This design comes from an exercise in tuning for a short achievable clock period and few clock cycles on the open sky130 flow, not from production work.
The RTL was checked by simulation tests, not by an equivalence proof against the original design.
Power is estimated from default activity; no workload was simulated.

**flow/design.v**
```verilog
package rrts_pkg;
    localparam int CMD_W  = 3;
    localparam int TASK_W = 4;
    localparam int BOX_W  = 2;
    localparam int MSG_W  = 16;
    localparam int CFG_W  = 5;
    localparam int D_TASKS      = 16;
    localparam int D_MAILBOXES  = 4;
    localparam int D_FIFO_DEPTH = 8;
    localparam int D_MSG_WIDTH  = 16;
    localparam logic [CMD_W-1:0] CMD_START  = 3'd0;
    localparam logic [CMD_W-1:0] CMD_TICK   = 3'd1;
    localparam logic [CMD_W-1:0] CMD_FAULT  = 3'd2;
    localparam logic [CMD_W-1:0] CMD_EXIT   = 3'd3;
    localparam logic [CMD_W-1:0] CMD_SLEEP  = 3'd4;
    localparam logic [CMD_W-1:0] CMD_WAKEUP = 3'd5;
    localparam logic [CMD_W-1:0] CMD_SEND   = 3'd6;
    localparam logic [CMD_W-1:0] CMD_RECV   = 3'd7;
    localparam logic [1:0] ST_NONE   = 2'd0;
    localparam logic [1:0] ST_ACTIVE = 2'd1;
    localparam logic [1:0] ST_SLEEP  = 2'd2;
    localparam logic [1:0] ST_EXITED = 2'd3;
    typedef struct packed {
        logic [TASK_W-1:0] next_task;
        logic              all_idle;
        logic              ret_valid;
        logic [MSG_W-1:0]  ret_message;
        logic              wake_valid;
        logic [TASK_W-1:0] wake_task;
        logic [MSG_W-1:0]  wake_message;
        logic              dropped;
        logic              recv_refused;
    } t_res;
endpackage
module rrts_ram #(
    parameter int W     = 16,
    parameter int DEPTH = 32
) (
    input  logic                                    i_clk,
    input  logic                                    i_we,
    input  logic [((DEPTH > 1) ? $clog2(DEPTH) : 1)-1:0] i_waddr,
    input  logic [W-1:0]                            i_wdata,
    input  logic                                    i_re,
    input  logic [((DEPTH > 1) ? $clog2(DEPTH) : 1)-1:0] i_raddr,
    output logic [W-1:0]                            o_rdata
);
    logic [W-1:0] r_mem [DEPTH];
    logic [W-1:0] r_rdata;
    always_ff @(posedge i_clk) begin
        if (i_we) begin
            r_mem[i_waddr] <= i_wdata;
        end
        if (i_re) begin
            r_rdata <= r_mem[i_raddr];
        end
    end
    assign o_rdata = r_rdata;
endmodule
module rrts_wrap_add #(
    parameter int W = 8
) (
    input  logic [W-1:0] i_a,
    input  logic [W-1:0] i_b,
    input  logic [W-1:0] i_lim,
    output logic [W-1:0] o_sum,
    output logic         o_ge,
    output logic [W-1:0] o_wrap
);
    logic [W-1:0] sum;
    assign sum    = i_a + i_b;
    assign o_sum  = sum;
    assign o_ge   = (sum >= i_lim);
    assign o_wrap = o_ge ? (sum - i_lim) : sum;
endmodule
module round_robin_task_scheduler #(
    parameter int TASKS      = rrts_pkg::D_TASKS,
    parameter int MAILBOXES  = rrts_pkg::D_MAILBOXES,
    parameter int FIFO_DEPTH = rrts_pkg::D_FIFO_DEPTH,
    parameter int MSG_WIDTH  = rrts_pkg::D_MSG_WIDTH
) (
    input  logic                        i_clk,
    input  logic                        i_rst_n,
    input  logic                        i_cfg_we,
    input  logic [rrts_pkg::CFG_W-1:0]  i_cfg_data,
    input  logic                        i_cmd_valid,
    output logic                        o_cmd_ready,
    input  logic [rrts_pkg::CMD_W-1:0]  i_cmd_cmd,
    input  logic [rrts_pkg::TASK_W-1:0] i_cmd_target_task,
    input  logic [rrts_pkg::BOX_W-1:0]  i_cmd_box,
    input  logic [rrts_pkg::MSG_W-1:0]  i_cmd_message,
    output logic                        o_res_valid,
    input  logic                        i_res_ready,
    output logic [rrts_pkg::TASK_W-1:0] o_res_next_task,
    output logic                        o_res_all_idle,
    output logic                        o_res_ret_valid,
    output logic [rrts_pkg::MSG_W-1:0]  o_res_ret_message,
    output logic                        o_res_wake_valid,
    output logic [rrts_pkg::TASK_W-1:0] o_res_wake_task,
    output logic [rrts_pkg::MSG_W-1:0]  o_res_wake_message,
    output logic                        o_res_dropped,
    output logic                        o_res_recv_refused
);
    localparam int TW  = $clog2(TASKS);
    localparam int CW  = $clog2(TASKS + 1);
    localparam int FW  = $clog2(FIFO_DEPTH);
    localparam int FCW = $clog2(FIFO_DEPTH + 1);
    localparam int BW  = (MAILBOXES > 1) ? $clog2(MAILBOXES) : 1;
    localparam int UW  = ((CW > FCW) ? CW : FCW) + 1;
    localparam int AW  = BW + FW;
    localparam int RDEPTH = 2 ** AW;
    localparam logic [FCW-1:0] FULL_CNT = FCW'(FIFO_DEPTH);
    localparam logic [2:0] S_IDLE  = 3'd0;
    localparam logic [2:0] S_EXEC  = 3'd1;
    localparam logic [2:0] S_RD    = 3'd2;
    localparam logic [2:0] S_POP   = 3'd3;
    localparam logic [2:0] S_SWEEP = 3'd4;
    localparam logic [2:0] S_SCAN  = 3'd5;
    localparam logic [2:0] S_OUT   = 3'd6;
    logic [2:0]       r_state, n_state;
    logic [rrts_pkg::CFG_W-1:0] r_cfg;
    logic [1:0]           r_status [TASKS];
    logic [TW-1:0]        r_cur;
    logic [FW-1:0]        r_head [MAILBOXES];
    logic [FCW-1:0]       r_cnt  [MAILBOXES];
    logic [MAILBOXES-1:0] r_wv;
    logic [TW-1:0]        r_wt   [MAILBOXES];
    logic [rrts_pkg::CMD_W-1:0]     r_cmd;
    logic [rrts_pkg::TASK_W-1:0]    r_target;
    logic [rrts_pkg::BOX_W-1:0]     r_box;
    logic [MSG_WIDTH-1:0] r_msg;
    logic [TW-1:0] r_pos;
    logic [CW-1:0] r_i;
    rrts_pkg::t_res r_res;
    rrts_pkg::t_res res_fin;
    rrts_pkg::t_res r_out;
    logic r_ovalid;
    logic           accept;
    logic           out_free;
    logic [CW-1:0]  n_eff;
    logic           box_ok;
    logic [BW-1:0]  bidx;
    logic [FW-1:0]  cur_head;
    logic [FCW-1:0] cur_cnt;
    logic           cur_wv;
    logic [TW-1:0]  cur_wt;
    logic [UW-1:0] u_a, u_b, u_lim, u_sum, u_wrap;
    logic          u_ge;
    logic [TW-1:0] np;
    logic [1:0]    st_np;
    logic                 ram_we, ram_re;
    logic [AW-1:0]        ram_waddr, ram_raddr;
    logic [MSG_WIDTH-1:0] ram_rdata;
    assign accept   = i_cmd_valid && o_cmd_ready;
    assign out_free = !r_ovalid || i_res_ready;
    always_comb begin
        if (r_cfg == '0) begin
            n_eff = CW'(1);
        end else if (32'(r_cfg) > TASKS) begin
            n_eff = CW'(TASKS);
        end else begin
            n_eff = CW'(r_cfg);
        end
    end
    assign box_ok   = (32'(r_box) < MAILBOXES);
    assign bidx     = BW'(r_box);
    assign cur_head = r_head[bidx];
    assign cur_cnt  = r_cnt[bidx];
    assign cur_wv   = r_wv[bidx];
    assign cur_wt   = r_wt[bidx];
    always_comb begin
        u_a   = '0;
        u_b   = '0;
        u_lim = UW'(FIFO_DEPTH);
        case (r_state)
            S_EXEC: begin
                u_a = UW'(cur_head);
                u_b = UW'(cur_cnt);
            end
            S_POP: begin
                u_a = UW'(cur_head);
                u_b = UW'(1);
            end
            S_SWEEP: begin
                u_a   = UW'(r_i);
                u_b   = UW'(1);
                u_lim = UW'(n_eff);
            end
            S_SCAN: begin
                u_a   = UW'(r_pos);
                u_b   = UW'(1);
                u_lim = UW'(n_eff);
            end
            default: begin
                u_a = '0;
            end
        endcase
    end
    rrts_wrap_add #(.W(UW)) u_wrap_add (
        .i_a    (u_a),
        .i_b    (u_b),
        .i_lim  (u_lim),
        .o_sum  (u_sum),
        .o_ge   (u_ge),
        .o_wrap (u_wrap)
    );
    assign np    = u_ge ? '0 : u_sum[TW-1:0];
    assign st_np = r_status[np];
    always_comb begin
        res_fin           = r_res;
        res_fin.next_task = rrts_pkg::TASK_W'(r_cur);
    end
    assign ram_we    = (r_state == S_EXEC) && (r_cmd == rrts_pkg::CMD_SEND) && box_ok &&
                       (cur_cnt < FULL_CNT);
    assign ram_waddr = {bidx, u_wrap[FW-1:0]};
    assign ram_re    = (r_state == S_RD);
    assign ram_raddr = {bidx, cur_head};
    rrts_ram #(.W(MSG_WIDTH), .DEPTH(RDEPTH)) u_fifo_ram (
        .i_clk   (i_clk),
        .i_we    (ram_we),
        .i_waddr (ram_waddr),
        .i_wdata (r_msg),
        .i_re    (ram_re),
        .i_raddr (ram_raddr),
        .o_rdata (ram_rdata)
    );
    always_comb begin
        n_state = r_state;
        case (r_state)
            S_IDLE: begin
                if (i_cmd_valid) begin
                    n_state = S_EXEC;
                end
            end
            S_EXEC: begin
                case (r_cmd)
                    rrts_pkg::CMD_START: n_state = S_SWEEP;
                    rrts_pkg::CMD_SEND: begin
                        n_state = (box_ok && cur_wv) ? S_RD : S_SCAN;
                    end
                    rrts_pkg::CMD_RECV: begin
                        n_state = (box_ok && !cur_wv && (cur_cnt != '0)) ? S_RD : S_SCAN;
                    end
                    default: n_state = S_SCAN;
                endcase
            end
            S_RD:  n_state = S_POP;
            S_POP: n_state = S_SCAN;
            S_SWEEP: begin
                if (u_ge) begin
                    n_state = S_OUT;
                end
            end
            S_SCAN: begin
                if ((st_np == rrts_pkg::ST_ACTIVE) || (r_i == n_eff - 1'b1)) begin
                    n_state = S_OUT;
                end
            end
            S_OUT: begin
                if (out_free) begin
                    n_state = S_IDLE;
                end
            end
            default: n_state = S_IDLE;
        endcase
    end
    always_ff @(posedge i_clk) begin
        if (!i_rst_n) begin
            r_state  <= S_IDLE;
            r_cfg    <= rrts_pkg::CFG_W'(1);
            r_cur    <= '0;
            r_wv     <= '0;
            r_ovalid <= 1'b0;
            for (int k = 0; k < TASKS; k++) begin
                r_status[k] <= rrts_pkg::ST_NONE;
            end
            for (int k = 0; k < MAILBOXES; k++) begin
                r_head[k] <= '0;
                r_cnt[k]  <= '0;
            end
        end else begin
            r_state <= n_state;
            if (i_cfg_we) begin
                r_cfg <= i_cfg_data;
            end
            if ((r_state == S_OUT) && out_free) begin
                r_ovalid <= 1'b1;
            end else if (i_res_ready) begin
                r_ovalid <= 1'b0;
            end
            if ((n_state == S_SCAN) && (r_state != S_SCAN)) begin
                r_pos <= r_cur;
                r_i   <= '0;
            end
            case (r_state)
                S_IDLE: begin
                    if (accept) begin
                        r_cmd    <= i_cmd_cmd;
                        r_target <= i_cmd_target_task;
                        r_box    <= i_cmd_box;
                        r_msg    <= MSG_WIDTH'(i_cmd_message);
                        r_res    <= '0;
                    end
                end
                S_EXEC: begin
                    case (r_cmd)
                        rrts_pkg::CMD_START: begin
                            r_i <= '0;
                        end
                        rrts_pkg::CMD_FAULT, rrts_pkg::CMD_SLEEP: begin
                            r_status[r_cur] <= rrts_pkg::ST_SLEEP;
                        end
                        rrts_pkg::CMD_EXIT: begin
                            r_status[r_cur] <= rrts_pkg::ST_EXITED;
                        end
                        rrts_pkg::CMD_WAKEUP: begin
                            if (32'(r_target) < TASKS) begin
                                r_status[TW'(r_target)] <= rrts_pkg::ST_ACTIVE;
                            end
                        end
                        rrts_pkg::CMD_SEND: begin
                            if (box_ok) begin
                                if (cur_cnt >= FULL_CNT) begin
                                    r_res.dropped <= 1'b1;
                                end else begin
                                    r_cnt[bidx] <= cur_cnt + 1'b1;
                                end
                            end
                        end
                        rrts_pkg::CMD_RECV: begin
                            if (box_ok) begin
                                if (cur_wv) begin
                                    r_res.recv_refused <= 1'b1;
                                end else if (cur_cnt == '0) begin
                                    r_wv[bidx]      <= 1'b1;
                                    r_wt[bidx]      <= r_cur;
                                    r_status[r_cur] <= rrts_pkg::ST_SLEEP;
                                end
                            end
                        end
                        default: begin
                            r_res.all_idle <= 1'b0;
                        end
                    endcase
                end
                S_POP: begin
                    r_head[bidx] <= u_wrap[FW-1:0];
                    r_cnt[bidx]  <= cur_cnt - 1'b1;
                    if (r_cmd == rrts_pkg::CMD_SEND) begin
                        r_res.wake_valid   <= 1'b1;
                        r_res.wake_task    <= rrts_pkg::TASK_W'(cur_wt);
                        r_res.wake_message <= rrts_pkg::MSG_W'(ram_rdata);
                        r_status[cur_wt]   <= rrts_pkg::ST_ACTIVE;
                        r_wv[bidx]         <= 1'b0;
                    end else begin
                        r_res.ret_valid   <= 1'b1;
                        r_res.ret_message <= rrts_pkg::MSG_W'(ram_rdata);
                    end
                end
                S_SWEEP: begin
                    r_status[TW'(r_i)] <= rrts_pkg::ST_ACTIVE;
                    if (u_ge) begin
                        r_cur <= '0;
                    end else begin
                        r_i <= u_sum[CW-1:0];
                    end
                end
                S_SCAN: begin
                    if (st_np == rrts_pkg::ST_ACTIVE) begin
                        r_cur <= np;
                    end else begin
                        r_pos <= np;
                        r_i   <= r_i + 1'b1;
                        if (r_i == n_eff - 1'b1) begin
                            r_res.all_idle <= 1'b1;
                        end
                    end
                end
                S_OUT: begin
                    if (out_free) begin
                        r_out <= res_fin;
                    end
                end
                default: begin
                    r_pos <= r_pos;
                end
            endcase
        end
    end
    assign o_cmd_ready = (r_state == S_IDLE);
    assign o_res_valid        = r_ovalid;
    assign o_res_next_task    = r_out.next_task;
    assign o_res_all_idle     = r_out.all_idle;
    assign o_res_ret_valid    = r_out.ret_valid;
    assign o_res_ret_message  = r_out.ret_message;
    assign o_res_wake_valid   = r_out.wake_valid;
    assign o_res_wake_task    = r_out.wake_task;
    assign o_res_wake_message = r_out.wake_message;
    assign o_res_dropped      = r_out.dropped;
    assign o_res_recv_refused = r_out.recv_refused;
endmodule
```
**flow/run.sh**
```bash
#!/bin/bash
# synth_recipe.tcl (not shown) runs the flow's synth.tcl, then flattens the netlist and writes it again
# the make line also repeats each setting of config.mk as NAME=value (left out here)
make -C /OpenROAD-flow-scripts/flow DESIGN_CONFIG=/design/flow/config.mk WORK_HOME=/design/flow/orfs CLKGATE_MAP_FILE= SYNTH_SCRIPT=/design/flow/synth_recipe.tcl finish
```
**flow/config.mk**
```make
export PLATFORM = sky130hd
export DESIGN_NAME = round_robin_task_scheduler
export DESIGN_NICKNAME = round_robin_task_scheduler
export VERILOG_FILES = /design/flow/design.v
export SDC_FILE = /design/flow/constraint.sdc
export NUM_CORES = 4
export LEC_CHECK = 0
export CAP_MARGIN = 20
export CORE_MARGIN = 2
export CORE_UTILIZATION = 40
export SLEW_MARGIN = 20
```
**flow/constraint.sdc**
```tcl
create_clock -name core_clock -period 8.0 [get_ports {i_clk}]
set_input_delay 1.6000 -clock core_clock [delete_from_list [all_inputs] [get_ports {i_clk}]]
set_output_delay 1.6000 -clock core_clock [all_outputs]
set_load 0.01 [all_outputs]
```
==> notes.md <==
- Antenna-violating nets left: 0
- Core ar.: 74100 um2
- Reg power frac: 0.484
- WL/cell: 24.2 um
- Die X: 277 um
- PD cells: 264 nW/um2
- Synthesized area: 29800 um2
- Final Hold Viols: 0
- Crit share post-route: 0.867
- Post-Synth Adder-Cell Area: 0.00749
- RSZ-0062 raised after global routing: false
- Worst path required time: 8290 ps
- Area leader, netlist: edfxtp_1
- Post-synth EDFFs: 724
- TritonCTS Sinks: 743
- Main synth FF type: edfxtp_1
- Crit-path cells: clkinv_1, nor2_1, a22oi_1, o21ai_0, ha_1, a211oi_1, nor2_1, or2_2, inv_1, ha_1, a21oi_1, o221ai_1, a21oi_1, nand2_1, o21ai_2, buf_4, nand2b_1, nor2_1, buf_4
- Die Y: 277 um
- Slew HR: 0.275
- Vias after detailed routing: 15700
- Ys async rst share: 0
- Max rail drop VDD: 0.172 mV
- Cells after synthesis: 1684
- Initial antenna violation count: 2
- TritonCTS clock tree: yes
- XOR/XNOR Fraction of Synth Area: 0.00471
- Mux cell area share after synthesis: 0.117
- Final nets: 1876
- Initial DRC Count: 1741
- Min cycle time layout: 6930 ps
- Maximum capacitance violations: 0
- Final setup viols: 0
- GRT overflow: 0
- Cts repair resizes: 0
- Post-synth top cells: edfxtp_1 (724), nand2_1 (182), mux4_2 (136), nor2_1 (85), a21oi_1 (83)
- Initial core utilization: 0.402
- Netlist cell types: 79
- DP HPWL: 42800 um
- Post-CTS Setup Bufs: 0
- Lkg Pwr: 0.0112 uW
- Crit Path Max Fanout: 16
- Sequential area share after synthesis: 0.744
- Max Fclk: 144 MHz
- Crit-path slowest cell: a21oi_1
- Number of global-route vias before repair: 15900
- Outcome: finished clean
- Startpoint types: flip-flop
- RePlAce Congestion: 0.890
- Layout cell share with drive strength beyond 1: 0.200
- Worst-margin pin slew: 1090 ps
- Number of port buffers: 81
- Compound-Gate Fraction of Synth Area: 0.0396
- Area grow syn2layout: 16.3%
- Synthesis-stage register bit count: 743
- CP Capture Type: flip-flop
- Tot GR Track Use: 0.181
- Post-synth top area share: 0.731
- Final Max Slew Viols: 0
- Worst-Skew Late Latency: 620 ps
- Worst reg-to-reg path cell count: 19
- Syn_nets: 1735
- Top-count cell post-synth: edfxtp_1
- Largest net degree at the start of global routing: 71
- Worst-path clk slew: 60 ps
- Maximum buffer depth of the clock tree: 3
- Hold Path Class: flip-flop to flip-flop
- Vias per cell: 5.50
- WS Path Type: flip-flop to flip-flop
- I/O pins: 82
- Hold Path Stages: 0
- Clock root buffer: clkbuf_16
- Synth Area per Inst: 17.7 um2
- Clock H-tree levels: 3
- Cts hold-fix bufs: 0
- Hold Slack: 414 ps
- Synth Area in Simple Gates: 0.0699
- Switch share: 0.245
- Combinational power share: 0.125
- Residual DRC: 0
- Number of buffers created by CTS: 76
- Worst clock skew: 26.5 ps
- Total power: 9130 uW
- Drt pass-1 iters: 5
- P_int: 6890 uW
- FP Rows: 100
- Sw power: 2240 uW
- Setup TNS: 0 ps
- Synth top area cells: edfxtp_1 (73%), mux4_2 (10%), nand2_1 (2.3%), a21oi_1 (1.4%), dfxtp_1 (1.3%)
- Clock Power Share: 0.392
- CP max stage delay: 860 ps
- Routed WL: 69300 um
- Main combinational cell family by area after synthesis: multiplexers
- CP most frequent cell: nor2_1
- First-pass GRT wire length: 103000 um
- Die area: 76600 um2
- Yosys Warn Count: 2
- Crit path DAT: 7230 ps
[worst paths after layout]
kind | end | from | slack, ps
max | u_fifo_ram.r_mem[6][2] | r_state[2] | 1070
min | r_out[28] | r_res[28] | 410
max reg2reg | u_fifo_ram.r_mem[6][2] | r_state[2] | 1070
min reg2reg | r_out[28] | r_res[28] | 410
[per-layer routing]
layer  GRT usage  part of all wire
met2       0.301              0.49
met4      0.0576             0.028
met3      0.0301             0.069
met1       0.244              0.41
met5           0                 0
[power groups by stage]
stage	clock network [uW]	logic (uW)	registers (uW)
after floorplan	0	743	4500
final	3580	1140	4420
after global routing	3810	1230	4420
after global placement	0	1120	4500
after CTS	3650	1130	4410
after detailed placement	0	1130	4500
[sequential cells by signal, indices dropped and copies added (netlist names), named ones only]
register,flops
r_box,2
r_cfg,5
r_cmd,3
r_cnt,16
r_cur,4
r_head,12
r_i,5
r_msg,16
r_out,45
r_ovalid,1
r_pos,4
r_res,41
r_state,3
r_status,32
r_target,4
r_wt,16
u_fifo_ram.r_mem,512
u_fifo_ram.r_rdata,16
[layout by cell type, fill, tap and decap left out, types with 10 or more instances in the layout]
cell type	n
nor3_1	15
buf_4	69
and2_1	26
clkbuf_16	79
nand2b_1	10
clkinv_2	16
inv_1	22
o21ai_0	36
mux2i_1	22
clkdlybuf4s50_1	80
nor2_1	84
dfxtp_1	19
nor3_2	22
nor2b_1	20
ha_1	13
clkbuf_1	14
edfxtp_1	724
mux4_2	134
nand2_1	182
or4_1	16
xnor2_1	10
a21oi_1	83
clkinv_1	15
nand3_1	15
[per-stage QoR]
stage / utilization / cell area, um2 / std cells / worst slack (ps)
2_1_floorplan: - / 29800 / 1684 / 1860
3_3_place_gp: 0.432 / 32000 / 2712 / 1620
3_5_place_dp: 0.432 / 32000 / 2712 / 1330
4_1_cts: 0.466 / 34500 / 2852 / 1300
5_1_grt: 0.467 / 34600 / 2856 / 668
6_report: 0.467 / 34600 / 2857 / 1070
[worst max-delay path: cells and delay by family, from the launching register on]
kind                       cells  cell delay, ps
DFF                            1             670
and+or+nand+nor                6            1560
AOI/OAI and AO/OA              7            2540
adders and majority gates      2             590
buffers and inverters          4            1210
[cell type report]
type	count	area [um2]
Antenna cell	1	2.50
Tap cell	969	1210
Fill cell	6196	39500
Inverter	26	97.6
Sequential cell	743	22100
Timing Repair Buffer	154	1410
Clock buffer	93	2030
Clock inverter	47	493
Multi-Input combinational cell	824	7220
[cell families after synthesis]
| family | after synthesis |
|---|---|
| buffers and inverters | 117 |
| AND/OR/NAND/NOR | 430 |
| flip-flops | 743 |
| XOR/XNOR | 16 |
| multiplexers | 167 |
| AO/OA/AOI/OAI | 195 |
| adder cells (fa/ha/maj) | 16 |
Testbench counts, summed over its fixed seeds: cycles 52,951.

-- what the ideal ports hide --
The flow's constraints put no driver on any port. The routed layout listed below was extracted and timed again, unchanged, in two steps.
Step 1, drivers: a clkbuf_16 drives i_clk and a buf_2 each remaining input, both assumed.
Step 2 also shifts input and output timing later by t, the mid clock arrival at the registers, as if the neighbouring blocks saw the same clock.
Three values: no drivers, after step 1, after step 2; two values: the first two.
shift t [ns]: 0.670
setup slack, ns: 1.066 / 1.066 / 1.066
pins driven straight from the clock port: 1
After both steps this run still meets setup and hold. For this run, drivers alone change the setup slack by 0.000 ns; drivers and shift together by 0.000 ns.
